What follows belongs to an exercise in optimizing a design on an open flow for small area, a short achievable clock period and few clock cycles per item; a production flow would make more cautious choices. In this exercise RTL edits were held to simulation tests only and were not proved equivalent to the original. Power is estimated from default activity; no workload was simulated.

== run 1 ==
==> flow/design.v (excerpt) <==
module exu_alu (
  input  wire logic                    i_clk,
  input  wire logic                    i_reset,
  input  wire logic                    i_valid,
  output logic                         o_ready,
  input  wire exu_alu_pkg::exu_issue_t i_issue,
  output logic                         o_cmt_valid,
  input  wire logic                    i_cmt_ready,
  output exu_alu_pkg::exu_cmt_t        o_cmt,
  output logic                         o_wbck_valid,
  input  wire logic                    i_wbck_ready,
  output exu_alu_pkg::exu_wbck_t       o_wbck
);
export LEC_CHECK = 0
export CAP_MARGIN = 20
export CORE_MARGIN = 2
export CORE_UTILIZATION = 40
export SETUP_SLACK_MARGIN = 2.5
export SLEW_MARGIN = 20
create_clock -name core_clock -period 10.0 [get_ports {i_clk}]
standard.sh (not shown) runs the stock make flow with config.mk's settings and CLKGATE_MAP_FILE= SYNTH_SCRIPT=/design/flow/synth_recipe.tcl, a recipe that flattens the netlist after the stock synthesis.
==> flow/flow/run.sh <==
#!/bin/bash
# ORFS layout as the standard.sh runs it, with two changes:
#  - the ports are buffered with buf_1 instead of the cell buffer_ports picks;
#  - synthesis maps logic with a shorter ABC script (delay-aware mapping, no SOP balancing loop) (flow/abc_map.script),
#    the rest of synthesis is synth_recipe.tcl unchanged.
set -euo pipefail
here=$(pwd)
export BUFFER_PORTS_ARGS="-buffer_cell sky130_fd_sc_hd__buf_1"
export OWN_ABC_SCRIPT="$here/flow/abc_map.script"
{
  cat <<'TCL'
proc abc {args} {
  set i [lsearch $args -script]
  if {$i >= 0} { lset args [expr {$i + 1}] $::env(OWN_ABC_SCRIPT) }
  yosys abc {*}$args
}
TCL
  cat synth_recipe.tcl
} > own_synth.tcl
sed "s#SYNTH_SCRIPT=[^ ]*#SYNTH_SCRIPT=$here/own_synth.tcl#" standard.sh > own_standard.sh
bash own_standard.sh > orfs_make.log 2>&1
==> flow/flow/abc_map.script <==
&get -n
&st
&dch
&nf -a
&put
topo
stime -c
Testbench counts of run 1, summed over its fixed seeds: cycles 4,972, items 3,200.
Modified inputs, run 2 compared to run 1
# run 1
export LEC_CHECK = 0
export CAP_MARGIN = 20
export CORE_MARGIN = 2
export CORE_UTILIZATION = 40
export SETUP_SLACK_MARGIN = 2.5
export SLEW_MARGIN = 20
create_clock -name core_clock -period 10.0 [get_ports {i_clk}]
# run 2
export LEC_CHECK = 0
export CAP_MARGIN = 20
export CORE_MARGIN = 2
export CORE_UTILIZATION = 40
export CTS_BUF_LIST = sky130_fd_sc_hd__clkbuf_4 sky130_fd_sc_hd__clkbuf_8
export SETUP_SLACK_MARGIN = 2.5
export SLEW_MARGIN = 20
create_clock -name core_clock -period 10.0 [get_ports {i_clk}]
==> flow/flow/abc_map.script <==
&get -n
&st
&dch
&nf
&put
buffer -c
topo
stime -c
upsize -c
dnsize -c
[summary]
- Critical path endpoint: o_wbck[34] -> run 2, o_wbck[26] -> run 1
- Compared run 2 vs run 1, and signed area change from the synthesized netlist to the final layout is down in run 2.
- Clock tree buffer depth came out exactly the same in run 2 and run 1.
- Summary of run 2 over run 1: worst setup slack has decreased, HPWL reported at the end of detailed placement rose by 1100 µm, total number of vias down about 0.8%, post-route non-filler standard cell count comparable, number of DRC violations after detailed-routing iteration 0 dropped 305.
- When the final numbers for run 2 and run 1 were put side by side, the global routing met2 resource utilization turned out to be greater in run 1.
- Diff run 2 and run 1: met3 layer usage reported by global route higher in run 2
- For the pin count of the biggest net entering global routing, run 2 came in 10 lower than run 1 did.
- Buffer count excluding the clock tree in the final layout delta for run 2 relative to run 1: 4.4% lower
- Critical setup path kind: register to output port -> run 2, input pin to output port -> run 1
Input changes introduced in run 3 (baseline for comparison: run 2):
# run 2
export LEC_CHECK = 0
export CAP_MARGIN = 20
export CORE_MARGIN = 2
export CORE_UTILIZATION = 40
export CTS_BUF_LIST = sky130_fd_sc_hd__clkbuf_4 sky130_fd_sc_hd__clkbuf_8
export SETUP_SLACK_MARGIN = 2.5
export SLEW_MARGIN = 20
create_clock -name core_clock -period 10.0 [get_ports {i_clk}]
# run 3
export LEC_CHECK = 0
export CAP_MARGIN = 20
export CORE_MARGIN = 2
export CORE_UTILIZATION = 40
export SETUP_SLACK_MARGIN = 2.5
export SLEW_MARGIN = 20
export TNS_END_PERCENT = 10
create_clock -name core_clock -period 10.0 [get_ports {i_clk}]
==> run summary <==
Worst setup slack after layout, run 2 and run 3, higher one = run 3.
Number of nets in the synthesized netlist: run 2 vs run 3 identical
Worst relative slew slack in run 3 is 2.2 points above run 2.
Of the two candidates, run 2 has the worse total routed wirelength and run 3 the better one.
Part of the power in registers was higher in the run labelled run 2.
The combinational share of power of run 3 falls short of that of run 2 by 2.4 points.
Taking run 2 as the reference point, the clock-cell share of area of run 3 rises by 0.64 points.
In the tables for run 2 and run 3, clock insertion delay at the later pin of the skew report reads higher with run 2.

========
TR:
exu_alu again, from the RTL that the note above started with.
==> flow/config.mk <==
export PLATFORM = sky130hd
export DESIGN_NAME = exu_alu
export DESIGN_NICKNAME = exu_alu
export VERILOG_FILES = /design/flow/design.v
export SDC_FILE = /design/flow/constraint.sdc
export NUM_CORES = 4
export LEC_CHECK = 0
export CAP_MARGIN = 20
export CORE_MARGIN = 2
export CORE_UTILIZATION = 40
export SETUP_SLACK_MARGIN = 2.5
export SLEW_MARGIN = 20
==> flow/constraint.sdc <==
create_clock -name core_clock -period 10.0 [get_ports {i_clk}]
set_input_delay 2.0000 -clock core_clock [delete_from_list [all_inputs] [get_ports {i_clk}]]
set_output_delay 2.0000 -clock core_clock [all_outputs]
set_load 0.01 [all_outputs]
==> flow/flow/abc_map.script <==
&get -n
&st
&dch
&nf
&put
buffer -c
topo
stime -c
upsize -c
dnsize -c
Scripts as last shown in full above: flow/flow/run.sh
Looking at the reports, TR completed the entire flow and the layout it produced met the timing, DRC and antenna checks.
Testbench counts of TR, summed over its fixed seeds: cycles 4,972, items 3,200.
The inputs of AL differ from those of TR as listed below.
# TR
export LEC_CHECK = 0
export CAP_MARGIN = 20
export CORE_MARGIN = 2
export CORE_UTILIZATION = 40
export SETUP_SLACK_MARGIN = 2.5
export SLEW_MARGIN = 20
create_clock -name core_clock -period 10.0 [get_ports {i_clk}]
# AL
export LEC_CHECK = 0
export CAP_MARGIN = 20
export CORE_MARGIN = 2
export CORE_UTILIZATION = 40
export SETUP_SLACK_MARGIN = 3
export SLEW_MARGIN = 20
create_clock -name core_clock -period 10.0 [get_ports {i_clk}]
### Flow results
For AL, the slowest cell on the critical path was sky130_fd_sc_hd__mux2_4, unlike TR, where it was sky130_fd_sc_hd__xor2_1. Changes observed in AL relative to TR: area growth from synthesis to layout climbed 13 points, total power increased about 3%, placed instance area was more or less identical, upper clock frequency limit now sits higher, setup skew after layout roughly the same.

[afterwards: timing with drivers on the ports]
No port has a modelled driver above. Below, the same layouts with a new extraction and two added sets of constraints.
Step 1 assumes that a clkbuf_16 drives the clock port and a buf_2 every other input.
Step 2 times the ports against the registers' clock, not the clock port: input delays grow and output delays shrink by t, the midpoint of the rising clock arrivals with the driver on.
Three values: ideal, step 1, step 2; two values: the first two.
run	t (ns)	setup WS [ns]	latest minus earliest clock arrival (ns)
run 1	0.384	2.633 / 2.587 / 2.282	0.006 / 0.007
run 2	0.415	2.491 / 2.451 / 2.226	0.012 / 0.012
run 3	0.398	2.524 / 2.474 / 2.220	0.008 / 0.008
TR	0.402	2.558 / 2.522 / 2.360	0.008 / 0.009
AL	0.403	2.929 / 2.817 / 2.627	0.007 / 0.008
After both steps every run listed still meets setup and hold. The setup slack of run 1, which loses most, moves by -0.046 ns with the drivers and by -0.351 ns with both steps.
